Context: an optimization exercise on an open-source flow, tuned for small area. The choices shown serve that exercise and are no tape-out recipe. Only simulation tests tie the RTL to the original design; equivalence was not proved. Power figures rest on the tool's default switching activity, not on a simulated workload.

==> inputs of exp/raven <==
==> flow/design.v (excerpt) <==
module miniCalc
(
    input  wire       Clk,
    input  wire       rst,
    input  wire [7:0] switch,
    input  wire       btnPushLow,
    input  wire       btnPushHi,
    input  wire       btnExecute,
    input  wire       btnOutputHi,
    output wire [7:0] led,
    output wire [6:0] disp3,
    output wire [6:0] disp2,
    output wire [6:0] disp1,
    output wire [6:0] disp0
);
==> flow/config.mk <==
export PLATFORM = sky130hd
export DESIGN_NAME = miniCalc
export DESIGN_NICKNAME = miniCalc
export VERILOG_FILES = /design/flow/design.v
export SDC_FILE = /design/flow/constraint.sdc
export NUM_CORES = 4
export LEC_CHECK = 0
export ABC_AREA = 1
export CAP_MARGIN = 20
export CORE_MARGIN = 2
export CORE_UTILIZATION = 75
export CTS_BUF_LIST = sky130_fd_sc_hd__clkbuf_16
export CTS_CLUSTER_DIAMETER = 70
export CTS_CLUSTER_SIZE = 28
export PLACE_DENSITY = 0.85
export SLEW_MARGIN = 20
==> flow/constraint.sdc <==
create_clock -name core_clock -period 24.0 [get_ports {Clk}]
set_input_delay 4.8000 -clock core_clock [delete_from_list [all_inputs] [get_ports {Clk}]]
set_output_delay 4.8000 -clock core_clock [all_outputs]
set_load 0.01 [all_outputs]
standard.sh (not shown) runs the stock make flow with config.mk's settings and CLKGATE_MAP_FILE= SYNTH_SCRIPT=/design/flow/synth_recipe.tcl, a recipe that flattens the netlist after the stock synthesis.
==> flow/flow/run.sh <==
#!/bin/bash
# Own layout flow: the standard ORFS flow with an area-oriented
# combinational mapping in synthesis (my_synth.tcl, area.abc) and the
# smallest buffer on the ports. Each tool's output goes to a log file here.
set -euo pipefail
W=$(pwd)
F=$W/flow
ORFS=(-C "$FLOW_HOME" DESIGN_CONFIG="$FLOW_CONFIG" WORK_HOME="$W/orfs" CLKGATE_MAP_FILE= SYNTH_SCRIPT="$F/my_synth.tcl")

MY_ABC_SCRIPT="$F/area.abc" make "${ORFS[@]}" synth > "$W/synth.log" 2>&1
make "${ORFS[@]}" BUFFER_PORTS_ARGS="-buffer_cell sky130_fd_sc_hd__buf_1" CTS_ARGS="-sink_clustering_enable -repair_clock_nets -sink_clustering_size 30 -sink_clustering_max_diameter 70 -buf_list sky130_fd_sc_hd__clkbuf_16 -dont_use_dummy_load" finish > "$W/layout.log" 2>&1

R="$W/orfs/results/$FLOW_PLATFORM/miniCalc/base"
: # left out here: write the final layout as DEF
==> flow/flow/area.abc <==
strash
dch -f
amap
==> flow/flow/my_synth.tcl <==
# The standard flow's synthesis script (ORFS synth.tcl, then flattened and renamed as the
# standard synthesis does), with two changes to the combinational mapping only:
# extract_fa looks for full adders alone (its half adders end up as plain AND
# gates), and abc runs area.abc, an area-oriented mapping, instead of ORFS's
# script. Registers are mapped exactly as in the standard synthesis.
proc synth {args} { yosys synth -nofsm -noshare {*}$args }
proc extract_fa {args} { yosys extract_fa -fa }
proc abc {args} {
  set i [lsearch -exact $args -script]
  if { $i >= 0 } { lset args [expr { $i + 1 }] $::env(MY_ABC_SCRIPT) }
  yosys abc {*}$args
}
source $::env(SCRIPTS_DIR)/synth.tcl
# left out here: clear keep_hierarchy, flatten, clean up, hide names made inside functions, write 1_2_yosys.v
==> exp/xenon (differences from exp/raven) <==
--- a/flow/design.v
+++ b/flow/design.v
@@ -117,13 +117,12 @@
                     if (n[3:1] == 3'd0)
                         cmdFault = 1'b1;
                     else
                     begin
                         cmdOp = (switch[1:0] == 2'b00) ? OpAdd :
                                 (switch[1:0] == 2'b01) ? OpSub : OpMul;
-                        cmdN  = n - 4'd1;
                     end
                 end
                 3'b111:
                 begin
                     if (n[3:1] == 3'd0)
                         cmdFault = 1'b1;
@@ -134,13 +133,12 @@
                 begin
                     if (n == 4'd0)
                         cmdFault = 1'b1;
                     else
                     begin
                         cmdOp = OpPop;
-                        cmdN  = n - 4'd1;
                     end
                 end
                 3'b110:
                 begin
                     if (n == 4'd0 || n[3])
                         cmdFault = 1'b1;
@@ -179,19 +177,22 @@
                 StWX:  if (qLast) stage <= StIdle;
                 StWA1: if (kLast) stage <= StWA2;
                 StWA2: if (kLast) stage <= StWT;
                 default: if (kLast) stage <= StIdle;
             endcase
             if (start)
+                n <= cmdN;
+            else if ((inWX & qLast & (op == OpPop)) | (inWA2 & kLast))
+                n <= n - 4'd1;
+            if (start)
             begin
-                n   <= cmdN;
                 err <= cmdClear ? 1'b0 : (err | cmdFault);
             end
         end
     end
-    wire [2:0] idx = (op == OpPop || isArith) ? 3'(n - 4'd1) : 3'(n - 4'd2);
+    wire [2:0] idx = 3'(n - 4'd2);
     logic [7:0] tapA;
     logic [7:0] tapB;
     always_comb
     begin
         tapA = 8'd0;
         tapB = 8'd0;
==> flow/flow/run.sh (replaced) <==
#!/bin/bash
# Own layout flow: the standard ORFS flow with an area-oriented
# combinational mapping in synthesis (my_synth.tcl, area.abc) and the
# smallest buffer on the ports. Each tool's output goes to a log file here.
set -euo pipefail
W=$(pwd)
F=$W/flow
ORFS=(-C "$FLOW_HOME" DESIGN_CONFIG="$FLOW_CONFIG" WORK_HOME="$W/orfs" CLKGATE_MAP_FILE= SYNTH_SCRIPT="$F/my_synth.tcl")

MY_ABC_SCRIPT="$F/area.abc" make "${ORFS[@]}" synth > "$W/synth.log" 2>&1
make "${ORFS[@]}" BUFFER_PORTS_ARGS="-buffer_cell sky130_fd_sc_hd__buf_1" CTS_ARGS="-sink_clustering_enable -repair_clock_nets -sink_clustering_size 10 -sink_clustering_max_diameter 40 -buf_list sky130_fd_sc_hd__clkbuf_4 -dont_use_dummy_load" finish > "$W/layout.log" 2>&1

R="$W/orfs/results/$FLOW_PLATFORM/miniCalc/base"
: # left out here: write the final layout as DEF
ABC_AREA = not set   (was 1)
CORE_UTILIZATION = 85   (was 75)
CTS_BUF_LIST = not set   (was sky130_fd_sc_hd__clkbuf_16)
CTS_CLUSTER_DIAMETER = not set   (was 70)
CTS_CLUSTER_SIZE = not set   (was 28)
PLACE_DENSITY = 0.92   (was 0.85)
==> notes <==
Synthesized area: exp/raven is larger than exp/xenon (0.30%).
Between exp/raven and exp/xenon, the lower synthesized cell count is in exp/xenon (gap about 0.9%, measured against exp/xenon).
exp/raven passed the timing, DRC and antenna checks. exp/xenon aborted during detailed placement.

==> job 6179: inputs <==
==> flow/design.v <==
`timescale 1ns/1ps
`default_nettype none
module segmentDecoder
(
    input  wire [3:0] digit,
    input  wire       blank,
    output logic [6:0] segments
);
    wire a = digit[3], b = digit[2], c = digit[1], d = digit[0];
    always_comb
    begin
        segments[6] = a | c | (b & d) | (!b & !d);
        segments[5] = !b | (c & d) | (!c & !d);
        segments[4] = b | !c | d;
        segments[3] = a | (!b & !d) | (c & !d) | (!b & c) | (b & !c & d);
        segments[2] = (!b & !d) | (c & !d);
        segments[1] = a | (!c & !d) | (b & !c) | (b & !d);
        segments[0] = a | (b & !c) | (!b & c) | (c & !d);
        if (blank)
            segments = 7'b0000000;
    end
endmodule
`default_nettype wire
`timescale 1ns/1ps
`default_nettype none
module miniCalc
(
    input  wire       Clk,
    input  wire       rst,
    input  wire [7:0] switch,
    input  wire       btnPushLow,
    input  wire       btnPushHi,
    input  wire       btnExecute,
    input  wire       btnOutputHi,
    output wire [7:0] led,
    output wire [6:0] disp3,
    output wire [6:0] disp2,
    output wire [6:0] disp1,
    output wire [6:0] disp0
);
    localparam logic [3:0] OpRefresh = 4'b0000;
    localparam logic [3:0] OpPushL   = 4'b0001;
    localparam logic [3:0] OpPushH   = 4'b0010;
    localparam logic [3:0] OpPop     = 4'b0011;
    localparam logic [3:0] OpCopy    = 4'b0100;
    localparam logic [3:0] OpSwap    = 4'b0101;
    localparam logic [3:0] OpAdd     = 4'b1000;
    localparam logic [3:0] OpSub     = 4'b1001;
    localparam logic [3:0] OpMul     = 4'b1010;
    localparam logic [2:0] StIdle = 3'd0;
    localparam logic [2:0] StPend = 3'd1;
    localparam logic [2:0] StWX   = 3'd2;    
    localparam logic [2:0] StWA1  = 3'd3;    
    localparam logic [2:0] StWA2  = 3'd4;    
    localparam logic [2:0] StWT   = 3'd5;    
    logic [4:0]       q;
    logic [2:0]       stage;
    logic [3:0]       op;
    logic [3:0]       n;
    logic             err;
    logic             prevHi;
    logic [6:0][31:0] W;
    logic [31:0]      X;
    logic [31:0]      A;
    logic [15:0]      D;
    wire [3:0] k     = q[3:0];
    wire       h     = q[4];
    wire       kLast = (k == 4'd15);
    wire qLast = (q == 5'd31);
    wire inWX  = (stage == StWX);
    wire inWA1 = (stage == StWA1);
    wire inWA2 = (stage == StWA2);
    wire inWA  = inWA1 | inWA2;
    wire inWT  = (stage == StWT);
    wire isArith = op[3];
    wire isMul   = (op == OpMul);
    wire inv     = (op == OpSub);
    wire press = btnPushLow | btnPushHi | btnExecute;
    wire start = (stage == StIdle) && (press || (btnOutputHi != prevHi));
    logic [3:0] cmdOp;
    logic [3:0] cmdN;
    logic       cmdFault;
    logic       cmdClear;
    always_comb
    begin
        cmdOp    = OpRefresh;
        cmdN     = n;
        cmdFault = 1'b0;
        cmdClear = 1'b0;
        if (btnPushLow)
        begin
            if (n[3])
                cmdFault = 1'b1;
            else
            begin
                cmdOp = OpPushL;
                cmdN  = n + 4'd1;
            end
        end
        else if (btnPushHi)
        begin
            if (n == 4'd0)
                cmdFault = 1'b1;
            else
                cmdOp = OpPushH;
        end
        else if (btnExecute && btnOutputHi)
        begin
            cmdClear = 1'b1;
            cmdN     = 4'd0;
        end
        else if (btnExecute)
        begin
            case (switch[2:0])
                3'b000, 3'b001, 3'b010:
                begin
                    if (n[3:1] == 3'd0)
                        cmdFault = 1'b1;
                    else
                    begin
                        cmdOp = (switch[1:0] == 2'b00) ? OpAdd :
                                (switch[1:0] == 2'b01) ? OpSub : OpMul;
                        cmdN  = n - 4'd1;
                    end
                end
                3'b111:
                begin
                    if (n[3:1] == 3'd0)
                        cmdFault = 1'b1;
                    else
                        cmdOp = OpSwap;
                end
                3'b101:
                begin
                    if (n == 4'd0)
                        cmdFault = 1'b1;
                    else
                    begin
                        cmdOp = OpPop;
                        cmdN  = n - 4'd1;
                    end
                end
                3'b110:
                begin
                    if (n == 4'd0 || n[3])
                        cmdFault = 1'b1;
                    else
                    begin
                        cmdOp = OpCopy;
                        cmdN  = n + 4'd1;
                    end
                end
                default: ;
            endcase
        end
    end
    always_ff @(posedge Clk)
    begin
        prevHi <= btnOutputHi;
        if (start)
            op <= cmdOp;
        if (rst)
        begin
            q     <= 5'd0;
            stage <= StIdle;
            n     <= 4'd0;
            err   <= 1'b0;
        end
        else
        begin
            q <= q + 5'd1;
            case (stage)
                StIdle:
                    if (start)
                        stage <= cmdOp[3] ? (kLast ? StWA1 : StPend) : (qLast ? StWX : StPend);
                StPend:
                    if (isArith ? kLast : qLast)
                        stage <= isArith ? StWA1 : StWX;
                StWX:  if (qLast) stage <= StIdle;
                StWA1: if (kLast) stage <= StWA2;
                StWA2: if (kLast) stage <= StWT;
                default: if (kLast) stage <= StIdle;
            endcase
            if (start)
            begin
                n   <= cmdN;
                err <= cmdClear ? 1'b0 : (err | cmdFault);
            end
        end
    end
    wire [2:0] idx = (op == OpPop || isArith) ? 3'(n - 4'd1) : 3'(n - 4'd2);
    logic [7:0] tapA;
    logic [7:0] tapB;
    always_comb
    begin
        tapA = 8'd0;
        tapB = 8'd0;
        for (int i = 0; i < 7; i++)
        begin
            tapA[i] = W[i][31];
            tapB[i] = W[i][15];
        end
    end
    wire sA = tapA[idx];
    wire sB = tapB[idx];
    wire s  = (inWA1 ^ h) ? sA : sB;
    wire wrRing = inWX && (op == OpPushL || op == OpCopy || op == OpSwap);
    always_ff @(posedge Clk)
    begin
        for (int i = 0; i < 7; i++)
        begin
            if (wrRing && idx == 3'(i))
                W[i] <= {W[i][30:0], X[31]};
            else
                W[i] <= {W[i][30:0], W[i][31]};
        end
    end
    wire top8 = q[4] & q[3];
    logic in0;
    always_comb
    begin
        case (op)
            OpPop, OpSwap: in0 = sA;
            OpPushL:       in0 = top8 & A[7];
            OpPushH:       in0 = top8 ? A[7] : X[23];
            default:       in0 = X[31];
        endcase
    end
    wire resHi = A[31] ^ inv;
    wire resLo = A[15] ^ inv;
    always_ff @(posedge Clk)
    begin
        if (inWX | inWT)
            X <= {X[30:16], inWT ? resHi : X[15], X[14:0], inWT ? resLo : in0};
    end
    wire c0    = inWA & !isMul & (s ^ inv);
    wire e1    = inWA & (isMul ? s : (inWA2 & kLast));
    wire [31:0] addA = {A[30:0], c0};
    wire [31:0] addB = X & {32{e1}};
    logic [31:0] sum;
    logic [32:0] cy;
    always_comb
    begin
        cy[0] = 1'b0;
        for (int i = 0; i < 32; i++)
        begin
            sum[i]   = addA[i] ^ addB[i] ^ cy[i];
            cy[i+1]  = (addA[i] & addB[i]) | (cy[i] & (addA[i] ^ addB[i]));
        end
    end
    wire aLoad = start & (btnPushLow | btnPushHi);
    wire aEn   = inWA | inWT | (inWX & top8 & (op == OpPushL || op == OpPushH));
    always_ff @(posedge Clk)
    begin
        A[31:8] <= sum[31:8];
        if (aLoad)
            A[7:0] <= switch;
        else if (aEn)
            A[7:0] <= sum[7:0];
    end
    wire dispWin = (inWX & (h ^ btnOutputHi)) | inWT;
    wire dBit    = inWT ? (btnOutputHi ? resHi : resLo) : in0;
    function automatic logic [3:0] add3(input logic [3:0] d);
        add3[3] = d[3] | (d[2] & d[0]) | (d[2] & d[1]);
        add3[2] = (d[3] & d[0]) | (d[2] & !d[1] & !d[0]);
        add3[1] = (d[3] & !d[0]) | (!d[2] & d[1]) | (d[1] & d[0]);
        add3[0] = (d[3] & !d[0]) | (!d[3] & !d[2] & d[0]) | (d[2] & d[1] & !d[0]);
    endfunction
    logic [15:0] dNext;
    always_comb
    begin
        logic [15:0] t;
        t = (k == 4'd0) ? 16'd0 : D;
        for (int d = 0; d < 4; d++)
            t[4*d +: 4] = add3(t[4*d +: 4]);
        dNext = {t[14:0], dBit};
    end
    always_ff @(posedge Clk)
    begin
        if (dispWin)
            D <= dNext;
    end
    wire blank = (n == 4'd0);
    assign led = {err, 3'b000, n};
    segmentDecoder u_seg3 (.digit(D[15:12]), .blank(blank), .segments(disp3));
    segmentDecoder u_seg2 (.digit(D[11:8]),  .blank(blank), .segments(disp2));
    segmentDecoder u_seg1 (.digit(D[7:4]),   .blank(blank), .segments(disp1));
    segmentDecoder u_seg0 (.digit(D[3:0]),   .blank(blank), .segments(disp0));
endmodule
`default_nettype wire
==> flow/flow/run.sh <==
#!/bin/bash
# Own layout flow: the standard ORFS flow with an area-oriented
# combinational mapping in synthesis (my_synth.tcl, area.abc) and the
# smallest buffer on the ports. Each tool's output goes to a log file here.
set -euo pipefail
W=$(pwd)
F=$W/flow
ORFS=(-C "$FLOW_HOME" DESIGN_CONFIG="$FLOW_CONFIG" WORK_HOME="$W/orfs" CLKGATE_MAP_FILE= SYNTH_SCRIPT="$F/my_synth.tcl")

MY_ABC_SCRIPT="$F/area.abc" make "${ORFS[@]}" synth > "$W/synth.log" 2>&1
make "${ORFS[@]}" BUFFER_PORTS_ARGS="-buffer_cell sky130_fd_sc_hd__buf_1" CTS_ARGS="-sink_clustering_enable -repair_clock_nets -sink_clustering_size 30 -sink_clustering_max_diameter 70 -buf_list sky130_fd_sc_hd__clkbuf_16 -root_buf sky130_fd_sc_hd__clkbuf_4 -tree_buf sky130_fd_sc_hd__clkbuf_4 -dont_use_dummy_load" finish > "$W/layout.log" 2>&1

R="$W/orfs/results/$FLOW_PLATFORM/miniCalc/base"
: # left out here: write the final layout as DEF
==> flow/flow/area.abc <==
strash
dch -f
amap
==> flow/flow/my_synth.tcl <==
# The standard flow's synthesis script (ORFS synth.tcl, then flattened and renamed as the
# standard synthesis does), with two changes to the combinational mapping only:
# extract_fa looks for full adders alone (its half adders end up as plain AND
# gates), and abc runs area.abc, an area-oriented mapping, instead of ORFS's
# script. Registers are mapped exactly as in the standard synthesis.
proc synth {args} { yosys synth -nofsm -noshare {*}$args }
proc extract_fa {args} { yosys extract_fa -fa }
proc abc {args} {
  set i [lsearch -exact $args -script]
  if { $i >= 0 } { lset args [expr { $i + 1 }] $::env(MY_ABC_SCRIPT) }
  yosys abc {*}$args
}
source $::env(SCRIPTS_DIR)/synth.tcl
# left out here: clear keep_hierarchy, flatten, clean up, hide names made inside functions, write 1_2_yosys.v
==> flow/standard.sh <==
#!/bin/bash
# synth_recipe.tcl (not shown) runs the flow's synth.tcl, then flattens the netlist and writes it again
# the make line also repeats each setting of config.mk as NAME=value (left out here)
make -C /OpenROAD-flow-scripts/flow DESIGN_CONFIG=/design/flow/config.mk WORK_HOME=/design/flow/orfs CLKGATE_MAP_FILE= SYNTH_SCRIPT=/design/flow/synth_recipe.tcl "${@:-finish}"
==> flow/config.mk <==
export PLATFORM = sky130hd
export DESIGN_NAME = miniCalc
export DESIGN_NICKNAME = miniCalc
export VERILOG_FILES = /design/flow/design.v
export SDC_FILE = /design/flow/constraint.sdc
export NUM_CORES = 4
export LEC_CHECK = 0
export ABC_AREA = 1
export CAP_MARGIN = 20
export CORE_MARGIN = 2
export CORE_UTILIZATION = 75
export CTS_BUF_LIST = sky130_fd_sc_hd__clkbuf_16
export CTS_CLUSTER_DIAMETER = 70
export CTS_CLUSTER_SIZE = 28
export PLACE_DENSITY = 0.85
export SLEW_MARGIN = 20
==> flow/constraint.sdc <==
create_clock -name core_clock -period 24.0 [get_ports {Clk}]
set_input_delay 4.8000 -clock core_clock [delete_from_list [all_inputs] [get_ports {Clk}]]
set_output_delay 4.8000 -clock core_clock [all_outputs]
set_load 0.01 [all_outputs]
==> job 333 (differences from job 6179) <==
--- a/flow/design.v
+++ b/flow/design.v
@@ -60,5 +60,5 @@
     logic             err;
     logic             prevHi;
-    logic [6:0][31:0] W;
+    logic [31:0]      W [7];
     logic [31:0]      X;
     logic [31:0]      A;
@@ -121,5 +121,4 @@
                         cmdOp = (switch[1:0] == 2'b00) ? OpAdd :
                                 (switch[1:0] == 2'b01) ? OpSub : OpMul;
-                        cmdN  = n - 4'd1;
                     end
                 end
@@ -138,5 +137,4 @@
                     begin
                         cmdOp = OpPop;
-                        cmdN  = n - 4'd1;
                     end
                 end
@@ -183,37 +181,28 @@
             endcase
             if (start)
+                n <= cmdN;
+            else if ((inWX & qLast & (op == OpPop)) | (inWA2 & kLast))
+                n <= n - 4'd1;
+            if (start)
             begin
-                n   <= cmdN;
                 err <= cmdClear ? 1'b0 : (err | cmdFault);
             end
         end
     end
-    wire [2:0] idx = (op == OpPop || isArith) ? 3'(n - 4'd1) : 3'(n - 4'd2);
-    logic [7:0] tapA;
-    logic [7:0] tapB;
-    always_comb
-    begin
-        tapA = 8'd0;
-        tapB = 8'd0;
-        for (int i = 0; i < 7; i++)
-        begin
-            tapA[i] = W[i][31];
-            tapB[i] = W[i][15];
-        end
-    end
-    wire sA = tapA[idx];
-    wire sB = tapB[idx];
+    wire wrRing = inWX && (op == OpPushL || op == OpCopy || op == OpSwap);
+    logic [6:0] sel;
+    logic [6:0] tapA;
+    logic [6:0] tapB;
+    for (genvar i = 0; i < 7; i++)
+    begin : g_ring
+        assign sel[i]  = (n == 4'(i + 2));
+        assign tapA[i] = W[i][31];
+        assign tapB[i] = W[i][15];
+        always_ff @(posedge Clk)
+            W[i] <= {W[i][30:0], (wrRing && sel[i]) ? X[31] : W[i][31]};
+    end
+    wire sA = |(sel & tapA);
+    wire sB = |(sel & tapB);
     wire s  = (inWA1 ^ h) ? sA : sB;
-    wire wrRing = inWX && (op == OpPushL || op == OpCopy || op == OpSwap);
-    always_ff @(posedge Clk)
-    begin
-        for (int i = 0; i < 7; i++)
-        begin
-            if (wrRing && idx == 3'(i))
-                W[i] <= {W[i][30:0], X[31]};
-            else
-                W[i] <= {W[i][30:0], W[i][31]};
-        end
-    end
     wire top8 = q[4] & q[3];
     logic in0;
--- a/flow/flow/run.sh
+++ b/flow/flow/run.sh
@@ -9,5 +9,5 @@
 
 MY_ABC_SCRIPT="$F/area.abc" make "${ORFS[@]}" synth > "$W/synth.log" 2>&1
-make "${ORFS[@]}" BUFFER_PORTS_ARGS="-buffer_cell sky130_fd_sc_hd__buf_1" CTS_ARGS="-sink_clustering_enable -repair_clock_nets -sink_clustering_size 30 -sink_clustering_max_diameter 70 -buf_list sky130_fd_sc_hd__clkbuf_16 -root_buf sky130_fd_sc_hd__clkbuf_4 -tree_buf sky130_fd_sc_hd__clkbuf_4 -dont_use_dummy_load" finish > "$W/layout.log" 2>&1
+make "${ORFS[@]}" BUFFER_PORTS_ARGS="-buffer_cell sky130_fd_sc_hd__buf_1" CTS_ARGS="-sink_clustering_enable -repair_clock_nets -sink_clustering_size 10 -sink_clustering_max_diameter 40 -buf_list sky130_fd_sc_hd__clkbuf_4 -dont_use_dummy_load" finish > "$W/layout.log" 2>&1
 
 R="$W/orfs/results/$FLOW_PLATFORM/miniCalc/base"
==> flow/config.mk (replaced) <==
export PLATFORM = sky130hd
export DESIGN_NAME = miniCalc
export DESIGN_NICKNAME = miniCalc
export VERILOG_FILES = /design/flow/design.v
export SDC_FILE = /design/flow/constraint.sdc
export NUM_CORES = 4
export LEC_CHECK = 0
export CAP_MARGIN = 0
export CORE_MARGIN = 2
export CORE_UTILIZATION = 75
export PLACE_DENSITY = 0.85
export SLEW_MARGIN = 0
==> comparison table <==
                                                                               job 333                 job 6179
Area fraction of the dominant cell type after synthesis                          0.542                    0.540
Headroom to the max-slew limit                                                   0.101                    0.371
Largest incremental delay on the critical path                                  650 ps                   520 ps
Final WS setup                                                                 8630 ps                  8620 ps
Internal power component                                                      0.794 mW                 0.791 mW
Worst setup skew after layout                                                  71.2 ps                  57.5 ps
Post-synthesis cell type count                                                      42                       33
Worst setup path startpoint                                          n[3]$_SDFFE_PP0P_        n[1]$_SDFFE_PP0P_
Global placement routability congestion                                          0.935                    0.943
Final HPWL from detailed placement                                           12,800 µm                12,300 µm
Origin of the critical flop-to-flop path                             n[3]$_SDFFE_PP0P_        n[1]$_SDFFE_PP0P_
Ratio of final minimum period to clock period                                    0.641                    0.641
Share of synthesized cell area in and, or, nand and nor gates                    0.100                   0.0981
Leakage power                                                                  3.84 nW                  3.87 nW
Result of the run                                              complete, no violations  complete, no violations
Mean instance size in the synthesized netlist                                 12.7 µm²                 12.7 µm²

## separate check: timing with driven ports
No port has a modelled driver above. Below, the same layouts with a new extraction and two added sets of constraints.
Step 1 assumes that a clkbuf_16 drives the clock port and a buf_2 every other input.
Step 2, shift: input delay + t, output delay - t, t = (earliest + latest rising clock arrival at the registers) / 2. This alone moves slack from input paths to output paths.
a / b / c = ideal / step 1 / step 2; a / b = the first two.
run	t (ns)	slack for setup (ns)	worst data-port slew with drivers (ns)
exp/raven	0.517	8.517 / 8.517 / 8.517	0.06
job 6179	0.653	8.615 / 8.615 / 8.615	0.06
job 333	0.635	8.627 / 8.627 / 8.627	0.06
After both steps setup and hold are still met in every run listed.
